What follows belongs to an exercise in optimizing a design on an open flow for small area, a short achievable clock period and few clock cycles per item; a production flow would make more cautious choices. Function was checked by simulation only, so behaviour that the tests miss may differ from the original. No activity file was given, so power comes from the tool's default toggle rates.

==> design/flow/design.v <==
`timescale 1ns/1ps
module mult_div_ctrl #(
  parameter int DATA_WIDTH = 32,
  parameter int CNT_WIDTH  = 6
) (
  input  logic                      clk,
  input  logic                      rst,
  input  logic                      flush,
  input  logic                      stall_hold,
  input  logic [5:0]                funct,
  input  logic [DATA_WIDTH-1:0]     operand_1,
  input  logic [DATA_WIDTH-1:0]     operand_2,
  output logic                      mult_div_done,
  output logic [2*DATA_WIDTH-1:0]   mult_div_result
);
  logic s_idle, s_mul, s_corr, s_dpre, s_div, s_done;
  logic n_idle, n_mul, n_corr, n_dpre, n_div, n_done;
  logic [33:0] r_a;       
  logic [31:0] r_b;       
  logic [33:0] r_m;       
  logic [5:0]  r_cnt;
  logic        r_sn;      
  logic        r_negq;    
  logic        r_corr;    
  logic r_one0, r_two0, r_neg0, r_one1, r_two1, r_neg1, r_c0, r_cin;
  logic w_is_op, w_is_div, w_signed, w_start, w_negq_in;
  assign w_is_op   = (funct[5:2] == 4'b0110);
  assign w_is_div  = funct[1];
  assign w_signed  = ~funct[0];
  assign w_start   = s_idle && w_is_op && !flush;
  assign w_negq_in = w_signed & (operand_1[31] ^ operand_2[31]);
  function automatic logic [2:0] booth(input logic [2:0] g);
    booth[2] = g[1] ^ g[0];
    booth[1] = (g == 3'b011) | (g == 3'b100);
    booth[0] = g[2] & ~(g[1] & g[0]);
  endfunction
  logic [37:0] w_m, w_a, w_x0, w_x1, w_pp0, w_pp1, w_cs_s, w_cs_c, w_sum;
  logic [38:0] w_add;
  logic        w_allp, w_take;
  assign w_m  = {{4{r_m[33]}}, r_m};
  assign w_a  = {{4{r_a[33]}}, r_a};
  assign w_x0 = ({38{r_one0}} & w_m) | ({38{r_two0}} & {w_m[36:0], 1'b0});
  assign w_x1 = ({38{r_one1}} & w_m) | ({38{r_two1}} & {w_m[36:0], 1'b0});
  assign w_pp0 = w_x0 ^ {38{r_neg0}};
  assign w_pp1 = {w_x1[35:0] ^ {36{r_neg1}}, r_neg1, r_neg1};
  assign w_cs_s = w_a ^ w_pp0 ^ w_pp1;
  assign w_cs_c = {(w_a[36:0] & w_pp0[36:0]) | (w_a[36:0] & w_pp1[36:0]) | (w_pp0[36:0] & w_pp1[36:0]), r_c0};
  assign w_add  = {w_cs_s, 1'b1} + {w_cs_c, r_cin};
  assign w_sum  = w_add[38:1];
  assign w_allp = &(w_cs_s[36:0] ^ w_cs_c[36:0]);
  assign w_take = r_sn ? (w_sum[37] ^ w_allp) : ~w_sum[37];
  function automatic logic [5:0] bitlen(input logic [31:0] x);
    bitlen = 6'd0;
    for (int i = 0; i < 32; i++) if (x[i]) bitlen = i + 1;
  endfunction
  logic [5:0]  w_bn, w_bd, w_k;
  logic [33:0] w_m_align;
  logic        w_dzero;
  assign w_bn      = bitlen(r_b ^ {32{r_sn}}) + {5'd0, r_sn};
  assign w_bd      = bitlen(r_m[31:0] ^ {32{r_m[33]}});
  assign w_k       = w_bn - w_bd;
  assign w_m_align = r_m << w_k;
  assign w_dzero   = (r_m == 34'd0);
  logic w_cnt0;
  assign w_cnt0 = (r_cnt == 6'd0);
  always_comb begin
    n_idle = 1'b0; n_mul = 1'b0; n_corr = 1'b0; n_dpre = 1'b0; n_div = 1'b0; n_done = 1'b0;
    if (flush) begin
      n_idle = 1'b1;
    end else begin
      if (s_idle) begin
        if (w_is_op) begin
          n_dpre = w_is_div;
          n_mul  = ~w_is_div;
        end else begin
          n_idle = 1'b1;
        end
      end
      if (s_mul) begin
        n_mul  = ~w_cnt0;
        n_corr = w_cnt0 & r_corr;
        n_done = w_cnt0 & ~r_corr;
      end
      if (s_corr) n_done = 1'b1;
      if (s_dpre) begin
        n_div  = ~w_dzero & w_take;
        n_done = w_dzero | ~w_take;
      end
      if (s_div) begin
        n_div  = ~w_cnt0;
        n_done = w_cnt0;
      end
      if (s_done) begin
        n_done = stall_hold;
        n_idle = ~stall_hold;
      end
    end
  end
  always_ff @(posedge clk or posedge rst) begin
    if (rst) begin
      s_idle <= 1'b1;
      s_mul  <= 1'b0;
      s_corr <= 1'b0;
      s_dpre <= 1'b0;
      s_div  <= 1'b0;
      s_done <= 1'b0;
    end else begin
      s_idle <= n_idle;
      s_mul  <= n_mul;
      s_corr <= n_corr;
      s_dpre <= n_dpre;
      s_div  <= n_div;
      s_done <= n_done;
    end
  end
  logic [2:0] w_bt0_in, w_bt1_in, w_bt0, w_bt1;
  assign w_bt0_in = booth({operand_1[1:0], 1'b0});
  assign w_bt1_in = booth(operand_1[3:1]);
  assign w_bt0    = booth(r_b[5:3]);
  assign w_bt1    = booth(r_b[7:5]);
  always_ff @(posedge clk) begin
    if (s_idle) begin
      if (w_is_div) begin
        {r_one0, r_two0, r_neg0} <= {1'b1, 1'b0, ~w_negq_in};
        {r_one1, r_two1, r_neg1} <= {1'b0, 1'b0, w_negq_in};
        r_c0  <= 1'b0;
        r_cin <= 1'b1;
      end else begin
        {r_one0, r_two0, r_neg0} <= w_bt0_in;
        {r_one1, r_two1, r_neg1} <= w_bt1_in;
        r_c0  <= w_bt0_in[0];
        r_cin <= w_bt1_in[0];
      end
    end else if (s_mul) begin
      if (w_cnt0) begin
        {r_one0, r_two0, r_neg0} <= 3'b100;
        {r_one1, r_two1, r_neg1} <= 3'b000;
        r_c0  <= 1'b0;
        r_cin <= 1'b0;
      end else begin
        {r_one0, r_two0, r_neg0} <= w_bt0;
        {r_one1, r_two1, r_neg1} <= w_bt1;
        r_c0  <= w_bt0[0];
        r_cin <= w_bt1[0];
      end
    end
  end
  always_ff @(posedge clk) begin
    if (s_idle) begin
      r_a    <= w_is_div ? {{2{w_signed & operand_1[31]}}, operand_1} : 34'd0;
      r_m    <= {{2{w_signed & operand_2[31]}}, operand_2};
      r_b    <= operand_1;
      r_cnt  <= 6'd7;
      r_sn   <= w_signed & operand_1[31];
      r_negq <= w_negq_in;
      r_corr <= ~w_signed & operand_1[31];
    end
    if (s_mul) begin
      r_a   <= w_sum[37:4];
      r_b   <= {w_sum[3:0], r_b[31:4]};
      r_cnt <= r_cnt - 6'd1;
    end
    if (s_corr) begin
      r_a <= w_sum[33:0];
    end
    if (s_dpre) begin
      if (w_take && r_negq) r_a <= w_sum[33:0];
      r_b   <= w_dzero ? 32'hFFFF_FFFF : {32{w_take & r_negq}};
      r_m   <= w_m_align;
      r_cnt <= w_k;
    end
    if (s_div) begin
      if (w_take) r_a <= w_sum[33:0];
      r_b   <= {r_b[30:0], w_take ^ r_negq};
      r_m   <= {r_m[33], r_m[33:1]};
      r_cnt <= r_cnt - 6'd1;
    end
  end
  always_ff @(posedge clk or posedge rst) begin
    if (rst) mult_div_done <= 1'b0;
    else     mult_div_done <= n_done;
  end
  assign mult_div_result = {r_a[31:0], r_b};
endmodule
==> design/flow/run.sh <==
#!/bin/bash
# synth_recipe.tcl (not shown) runs the flow's synth.tcl, then flattens the netlist and writes it again
# the make line also repeats each setting of config.mk as NAME=value (left out here)
make -C /OpenROAD-flow-scripts/flow DESIGN_CONFIG=/design/flow/config.mk WORK_HOME=/design/flow/orfs CLKGATE_MAP_FILE= SYNTH_SCRIPT=/design/flow/synth_recipe.tcl finish
==> design/flow/config.mk <==
export PLATFORM = sky130hd
export DESIGN_NAME = mult_div_ctrl
export DESIGN_NICKNAME = mult_div_ctrl
export VERILOG_FILES = /design/flow/design.v
export SDC_FILE = /design/flow/constraint.sdc
export NUM_CORES = 4
export LEC_CHECK = 0
export ABC_CLOCK_PERIOD_IN_PS = 3500
export CAP_MARGIN = 20
export CORE_MARGIN = 2
export CORE_UTILIZATION = 40
export SLEW_MARGIN = 20
==> design/flow/constraint.sdc <==
create_clock -name core_clock -period 14.0 [get_ports {clk}]
set_input_delay 2.8000 -clock core_clock [delete_from_list [all_inputs] [get_ports {clk}]]
set_output_delay 2.8000 -clock core_clock [all_outputs]
set_load 0.01 [all_outputs]
==> impl_summary.txt <==
----------------------------------------------------
[Finish]
  Final instance area ... between 15000 and 20000 sq um
  Layout filler cell count ... roughly 3500
  Final Net Count ... about 1900
  Reg area ... approximately 3300 sq um
  Highest-count cells in the layout ignoring fill and taps ... nand2_1 (163), clkdlybuf4s50_1 (138), a21oi_1 (128)
  Layout overhead on the synthesized area ... 14.24%
  Diode insertion count for antenna repair ... 0
  Most frequent standard cell in the layout excluding fill and tap cells ... nand2_1
  Final design utilization ... a little under half
  Area taken by multi-input logic gates ... roughly 10000 sq um
  Proportion of layout cells with a drive suffix above 1 ... 6.674%

[Clock tree]
  Resized cells post-CTS ... 0
  Clock tree from TritonCTS ... built
  Hold bufs inserted after CTS ... 0
  CTS root buf ... clkbuf_16
  Number of H-tree branching levels ... 4
  Clock-pin slew on the worst setup and hold paths ... roughly 0.060 ns
  Setup Buffers After CTS ... 0
  Number of sinks handled by clock tree synthesis ... 123
  Clock network latency to the later pin of the worst-skew pair ... about 0.44 ns
  Number of clock buffers inserted by TritonCTS ... 17
  Clock buffer depth ... 2

[Pwr]
  Leakage power summed over all cells ... 6.259 nW
  Power Internal ... 0.001730 W
  Fraction of power spent switching nets ... between 50% and 60%
  Power per unit of standard cell area ... 220.6 nW/um^2
  Share of power burned in combinational logic ... between 70% and 80%
  Power share of the sequential group ... roughly 15%
  Maximum vdd ir drop ... approximately 0.16 mV
  Net Sw Power ... between 0.0015 and 0.002 W
  Clock network fraction of total power ... 14.8%

[Setup path]
  Data arrival time at the worst-slack endpoint ... a little over 7 ns
  Maximum fanout count along the critical path ... 47
  Critical path endpoint category ... flop
  Required time of the worst setup path ... around 14 ns
  Worst Setup Path Type ... flop to flop
  Critical path launch point type ... flop

[Yosys]
  Cells after Synth ... ~1700
  Share of the yosys chip area belonging to registers ... about 23%
  Biggest area consumer among synthesized cells ... edfxtp_1
  Main flop type after synthesis ... edfxtp_1
  Number of flops mapped to enable cells by yosys ... just over 80
  Proportion of netlist area held by the largest area contributor ... 17.41%
  YS warnings ... 1
  Post-synthesis sequential element count ... 123
  Total nets after synthesis ... 1900
  Async SR Flop Fraction ... around 4.9%
  Count of different cell masters after synthesis ... 81
  Synth area leaders ... edfxtp_1 (17%), xnor2_1 (6.2%), fa_1 (5.5%), mux2i_1 (5.2%), ha_1 (4.9%)
  Netlist area before placement ... ~14000 sq um
  Syn Area/Cell ... between 8 and 9 sq um

[Placement]
  # port buffers ... about 140
  Estimated wirelength of the detail-placed design ... about 39 mm
  Final weighted congestion in routability-driven placement ... 0.9306
  Instance area after placement ... around 16000 sq um
  Setup slack at placement ... approximately 7 ns

[Global routing]
  Initial antenna violation count ... 0
  Via count of the first global-routing pass ... roughly 13000
  Pin count of the biggest net entering global routing ... 78
  First-pass GRT wire length ... approximately 81 mm
  Global route overflow ... 0
  Overall Global Routing Usage ... 28.66%

[Timing]
  Setup TNS Final ... 0 ns
  Post-layout worst setup margin ... 7.020 ns
  Final setup skew ... approximately 0.012 ns
  Max-slew headroom ... approximately 34%
  Final number of hold-violating endpoints ... 0
  Final Hold Slack ... ~0.54 ns
  Max Freq ... 0.1433 GHz
  Unrepaired setup endpoints after global routing ... false
  Number of pins with negative max-slew slack in the final report ... 0
  Time the worst path needs with I/O delays and setup ... 6.980 ns
  Worst Max-Slew Pin Slew ... 0.9959 ns
  Part of the cycle the worst path needs ... between 40% and 50%
  Final setup violation count ... 0

[Drt]
  Routed Wire Length ... 53.39 mm
  Mean routed wirelength per cell ... ~24 um
  Vias per inst ... between 6 and 7
  Antenna-violating nets left ... 0
  DR iter-0 viols ... between 1500 and 2000
  Router iterations before antenna repair ... 8
  Via count ... about 14000
  Residual DRC count ... 0

[Floorplanning]
  I/O pins ... 139
  Floorplan Core Area ... 35400 sq um
  Die footprint ... 37310 sq um
  Starting density of the core ... about 40%
  Floorplan row count ... between 60 and 70
  Horiz. Die Dim ... between 150 and 200 um
  Die height ... slightly below 200 um

[Flow run]
  Max capacitance violation total ... 0

[Status]
  Outcome ... finished clean

[Min path]
  Hold crit path type ... flop to flop

----------------------------------------------------
## worst max-delay path: stages, from the launching register on
cell       delay (ns)
edfxtp_1         0.76
buf_4            0.39
xnor2_1          0.15
nand3_1          0.09
nor3_1           0.18
a21oi_1          0.06
a211oi_1         0.37
o311ai_0         0.29
a41o_1           0.30
a21boi_0         0.17
a2bb2oi_1        0.26
ha_1             0.27
inv_1            0.06
ha_1             0.15
inv_1            0.07
fa_4             1.27
mux2_2           0.42
nor2_1           0.09
a21oi_1          0.06
mux2i_1          0.22
o21ai_0          0.17
a22o_1           0.24
a311oi_1         0.48
a21oi_1          0.10
## power groups by stage
stage / Clock, W / Sequential [W] / Combinational [W]
after floorplan: 0 / 0.000478 / 0.00183
after global placement: 0 / 0.000541 / 0.00246
after detailed placement: 0 / 0.000541 / 0.00247
after CTS: 0.000533 / 0.000534 / 0.00249
after global routing: 0.000546 / 0.000543 / 0.00275
final: 0.000532 / 0.000538 / 0.00254
## flip-flops by register name, summed over array words and instances, names as in the netlist, 6 cells and up
| name | flops |
|---|---|
| r_a | 34 |
| r_b | 32 |
| r_cnt | 6 |
| r_m | 34 |
## worst paths after layout
check	from	end	slack (ns)	cells after the start
worst max-delay path	r_sn	r_m[19]	7.02	23
worst max register to register	r_sn	r_m[19]	7.02	23
min in group asynchronous	rst	mult_div_done	2.57	2
worst min register to register	r_corr	s_corr	0.54	2
worst min-delay path	r_corr	s_corr	0.54	2
max in group asynchronous	rst	s_idle	11.18	2
## cell type report
class | instances | share of cell area (%)
clock buffers | 17 | 2.602
clock inverters | 15 | 1.492
inverters | 57 | 1.309
multi-input cells | 1360 | 60.97
flip-flops and latches | 123 | 20.36
well taps | 461 | 3.528
repair buffers | 166 | 9.734
## logic make-up (layout without fill, tap and decap cells)
kind of cell	after synthesis	in the layout	synth area share, %
AO/OA/AOI/OAI	567	567	27.00
XOR/XNOR	127	127	7.824
adder cells (fa/ha/maj)	95	95	10.35
buffers and inverters	248	255	7.466
flip-flops	123	123	23.23
multiplexers	110	110	9.345
AND/OR/NAND/NOR	461	461	14.79
## layer usage
layer / GRT usage, % / wire, um / vias up / part of all wire, %
met5: 0 / 0 / - / 0
met2: 45.30 / 24400 / 747 / 46
met3: 4.434 / 4748 / 93 / 8.9
li1: - / - / 6368 / -
met4: 7.867 / 1165 / 0 / 2.2
met1: 40.61 / 23070 / 6786 / 43
## stage by stage
step	cells	total power (W)
floorplan	1731	0.002312
global placement	2167	0.003005
detailed placement	2167	0.003011
CTS	2199	0.003557
global route	2199	0.003843
finish	2199	0.003606
## synth_stat cells, drive strengths merged, types with 39 or more instances
cell / instances
ha: 56
nand2: 164
xnor2: 102
a21oi: 129
buf: 47
fa: 39
inv: 57
clkbuf: 144
nor2: 117
a21o: 43
nand3: 45
edfxtp: 83
a22oi: 84
mux2i: 74
o21ai: 101
Testbench counts, summed over its fixed seeds: cycles 20,135, items 2,048.

## afterwards: timing with drivers on the ports
The results above use ideal ports. As a check the final layout listed here was re-extracted and re-timed, cells and wires unchanged. Step 1: set_driving_cell puts a clkbuf_16 on clk and a buf_2 on each other input, an assumption about the parent block. Step 2 times the ports against the registers' clock, not the clock port: input delays grow and output delays shrink by t, the midpoint of the rising clock arrivals with the driver on. Three values: ideal ports, drivers, drivers and shift; two values: the first two.
t (ns): 0.489
setup WS [ns]: 7.020 / 7.020 / 7.020
hold WS [ns]: 0.542 / 0.542 / 0.542
worst setup path at the end: register to register
After both steps this run still meets setup and hold. The setup slack of this run moves by 0.000 ns with the drivers and by 0.000 ns with both steps.
